Source: an optimization exercise on an open RTL-to-GDS flow (aim: small area, a short achievable clock period and few clock cycles per item). Production flows keep margins and buffers that such runs may drop.
Only simulation tests tie the RTL to the original design; equivalence was not proved.
Power and IR drop assume default switching activity.

## lane 2
## decode_alu_core
module decode_alu_core #(
    parameter int K = 8,   
    parameter int DR = 2   
) (
    input  logic        clk,
    input  logic        rst,
    input  logic [6:0]  opcode,
    input  logic [2:0]  funct3,
    input  logic [6:0]  funct7,
    input  logic        NOP,
    output logic [2:0]  ImmType,
    output logic        B_Zero,
    output logic [1:0]  isPC_select,
    output logic        RegWriteHZ,
    output logic        MemWriteHZ,
    output logic        MemReadHZ,
    output logic        ALUSrcHZ,
    output logic        BranchHZ,
    output logic        JumpHZ,
    output logic        JumpRegHZ,
    output logic [1:0]  ResultSrcHZ,
    output logic [2:0]  ImmTypeHZ,
    output logic [4:0]  ALUControlHZ,
    input  logic [31:0] rdA,
    input  logic [31:0] rdB,
    input  logic [4:0]  ALUControl,
    output logic [31:0] ALUresult,
    output logic        Carry,
    output logic        Zero,
    output logic        mul_done,
    output logic        div_done
);
==> flow/config.mk <==
export PLATFORM = sky130hd
export DESIGN_NAME = decode_alu_core
export DESIGN_NICKNAME = decode_alu_core
export VERILOG_FILES = /design/flow/design.v
export SDC_FILE = /design/flow/constraint.sdc
export NUM_CORES = 4
export LEC_CHECK = 0
export CAP_MARGIN = 20
export CORE_MARGIN = 2
export CORE_UTILIZATION = 50
export SETUP_SLACK_MARGIN = 4.5
export SLEW_MARGIN = 20
export SYNTH_HIERARCHICAL = 1
export TNS_END_PERCENT = 0
==> flow/constraint.sdc <==
create_clock -name core_clock -period 12.5 [get_ports {clk}]
set_input_delay 2.5000 -clock core_clock [delete_from_list [all_inputs] [get_ports {clk}]]
set_output_delay 2.5000 -clock core_clock [all_outputs]
set_load 0.01 [all_outputs]
standard.sh (not shown) runs the stock make flow with config.mk's settings and CLKGATE_MAP_FILE= SYNTH_SCRIPT=/design/flow/synth_recipe.tcl, a recipe that flattens the netlist after the stock synthesis.
==> flow/flow/run.sh <==
#!/bin/bash
# The standard layout (standard.sh: synthesis to the routed layout), with one change:
# the port buffers that global placement inserts are buf_4 cells rather than the
# default choice, a slow delay buffer. Every port is still buffered.
set -o pipefail
export BUFFER_PORTS_ARGS="-buffer_cell sky130_fd_sc_hd__buf_4"
bash standard.sh > standard.log 2>&1
status=$?
tail -40 standard.log
exit $status
Testbench counts of lane 2, summed over its fixed seeds: cycles 41,189, instrs 24,000.
The following lists how lane 1 was set up differently from lane 2:
- swapping 50 for 40 in CORE_UTILIZATION
Notes after the runs:
Lane 1: post-CTS repair timing setup buffer count 67% above lane 2. Changes observed in lane 1 relative to lane 2: routed length on met1 climbed about 3.4%; count of nets after finishing went up about 0.5%; combined flip-flop and latch cell area was more or less identical; floorplan die width has increased; maximum clock rate shows an increase of 1.2%. Max-slew headroom at the worst pin, lane 1 and lane 2: higher on lane 1. Summary of the comparison: diode insertion count for antenna repair is lower in lane 1, relative to lane 2. Lane 1 vs. lane 2: maximum number of pins on one net before global-route repair went up; final worst-path cycle share has decreased.

Another version of the RTL of decode_alu_core (not shown whole).
Size: ~5600 cells after synthesis, roughly 110 flip-flops, ~150 I/O pins.
// decode_alu_core
module decode_alu_core #(
    parameter int K = 8,   
    parameter int DR = 2   
) (
    input  logic        clk,
    input  logic        rst,
    input  logic [6:0]  opcode,
    input  logic [2:0]  funct3,
    input  logic [6:0]  funct7,
    input  logic        NOP,
    output logic [2:0]  ImmType,
    output logic        B_Zero,
    output logic [1:0]  isPC_select,
    output logic        RegWriteHZ,
    output logic        MemWriteHZ,
    output logic        MemReadHZ,
    output logic        ALUSrcHZ,
    output logic        BranchHZ,
    output logic        JumpHZ,
    output logic        JumpRegHZ,
    output logic [1:0]  ResultSrcHZ,
    output logic [2:0]  ImmTypeHZ,
    output logic [4:0]  ALUControlHZ,
    input  logic [31:0] rdA,
    input  logic [31:0] rdB,
    input  logic [4:0]  ALUControl,
    output logic [31:0] ALUresult,
    output logic        Carry,
    output logic        Zero,
    output logic        mul_done,
    output logic        div_done
);
clock: 12.5 ns
lec_check: 0
abc_area: 1
cap_margin: 20
core_margin: 2
core_utilization: 40
setup_slack_margin: 4.5
slew_margin: 20
synth_hierarchical: 1
tns_end_percent: 0
Scripts as last shown in full above: flow/flow/run.sh
The starting point finished clean.
Testbench counts at the start, summed over its fixed seeds: cycles 41,189, instrs 24,000.
Rerun with:
- CORE_UTILIZATION: 40 -> 50
- SETUP_SLACK_MARGIN: 4.5 -> 5.0
Outcome: The new run completed without violations; power went up by 5.2%; die area went down by 20%; cell count fell by 2.7%; setup slack gains 180 ps; area after synthesis stays the same; critical path depth is higher by 4; design area climbs by about 1.7%; global-route usage increases by 7.7 points; via count went up by 1.2%; sequential share of layout area is lower by 0.10 points; worst hold slack barely changes.
Rerun with:
- ABC_AREA: 1 -> not set
- CORE_UTILIZATION: 50 -> 40
- SETUP_SLACK_MARGIN: 5.0 -> 4.5
Effect: Worst hold slack gains 40 ps; wire length increases by 8.6%; setup slack is better by 44 ps; final cell count shrinks by 10%; final area came out higher by 5.7%; die area came out higher by 31%; register-to-register slack improved by 50 ps.

build 4:
Starting RTL as in the previous note.
Settings: LEC_CHECK=0, ABC_AREA=1, CAP_MARGIN=20, CORE_MARGIN=2, CORE_UTILIZATION=50, GPL_ROUTABILITY_DRIVEN=0, SETUP_SLACK_MARGIN=4.5, SLEW_MARGIN=20, SYNTH_HIERARCHICAL=1, TNS_END_PERCENT=0; clock period 12.5 ns.
Scripts as last shown in full above: flow/flow/run.sh
Testbench counts of build 4, summed over its fixed seeds: cycles 41,189, instrs 24,000.
The inputs of build 58 differ from those of build 4 as listed below.
- GPL_ROUTABILITY_DRIVEN no longer set, was 0
Notes after the runs:
Build 58 gives less endpoint arrival time on the critical path than build 4 did. There was hardly any difference in max-slew violation count between build 4 and build 58. Re pin slew with the least headroom to its limit: build 58 and build 4 aren't equal, and the lower value belongs to build 4. Post-layout minimum cycle time, build 58 and build 4, higher one = build 4. From build 4 to build 58 the numbers moved as follows: final worst-path setup slack rose 0.078 ns; HPWL after detailed placement +840 um; setup slack on the worst flop-to-flop path picked up an extra 0.11 ns; worst ir drop on vdd moved down. Compared with build 4, in build 58 largest stage delay on the critical path saw a decrease, portion of total power attributed to combinational logic saw a decrease, routed length on met2 saw an increase.
Here is what was changed in the inputs of build 86 compared with build 58.
- changing CORE_UTILIZATION from 50 to 40
- removing ABC_AREA (formerly 1)
==> flow/run.sh (new file) <==
#!/bin/bash
# synth_recipe.tcl (not shown) runs the flow's synth.tcl, then flattens the netlist and writes it again
# the make line also repeats each setting of config.mk as NAME=value (left out here)
make -C /OpenROAD-flow-scripts/flow DESIGN_CONFIG=/design/flow/config.mk WORK_HOME=/design/flow/orfs CLKGATE_MAP_FILE= SYNTH_SCRIPT=/design/flow/synth_recipe.tcl finish
removed: flow/flow/run.sh
removed: flow/standard.sh
## What came out
Between build 86 and build 58, it is build 86 whose initial antenna violation count is higher, by 10.
The net switching share of the total power in build 86 sits 1.1 points below the value recorded for build 58.
Diff build 58 -> build 86 | area occupied by multi-input gates | up by more than 10%
Taking build 86 over build 58, the cell count ratio works out to 0.910.
Compared with build 58, in build 86 time the final worst path needs with I/O delays and setup higher; detail-routed net length per standard cell higher.

## re-timing with driven ports
How much do the figures lean on ideal ports? The routed layouts below were timed once more, with nothing changed but the port constraints.
Step 1, drivers: a clkbuf_16 drives clk and a buf_2 each remaining input, both assumed.
Step 2 adds t to the input delays and takes it off the output delays; t is the mean of the earliest and latest rising clock arrival at the registers after step 1. Input paths then give back, and output paths get back, about the clock's delay inside the block.
a / b / c = ideal ports / drivers / drivers and shift; a / b = the first two.
| run | t (ns) | setup slack, ns | latest minus earliest clock arrival (ns) | slew at the worst register clock pin (ns) | cell pins on the clock port's net |
|---|---|---|---|---|---|
| lane 2 | 0.433 | 4.049 / 3.875 / 3.729 | 0.015 / 0.014 | 0.09 / 0.09 | 1 |
| lane 1 | 0.435 | 4.149 / 3.952 / 3.877 | 0.020 / 0.019 | 0.10 / 0.10 | 1 |
| the first run of note 2 | 0.433 | 4.119 / 4.056 / 3.622 | 0.023 / 0.023 | 0.10 / 0.10 | 1 |
| the second run of note 2 | 0.448 | 4.301 / 4.176 / 3.728 | 0.022 / 0.022 | 0.10 / 0.10 | 1 |
| the third run of note 2 | 0.455 | 4.345 / 4.139 / 3.982 | 0.018 / 0.018 | 0.10 / 0.10 | 1 |
| build 4 | 0.443 | 4.201 / 4.149 / 3.706 | 0.022 / 0.022 | 0.10 / 0.10 | 1 |
| build 58 | 0.440 | 4.279 / 4.168 / 3.776 | 0.021 / 0.021 | 0.10 / 0.10 | 1 |
| build 86 | 0.438 | 4.206 / 4.145 / 3.948 | 0.019 / 0.019 | 0.10 / 0.10 | 1 |
After both steps setup and hold are still met in every run listed. The setup slack of the second run of note 2, which loses most, moves by -0.125 ns with the drivers and by -0.573 ns with both steps.
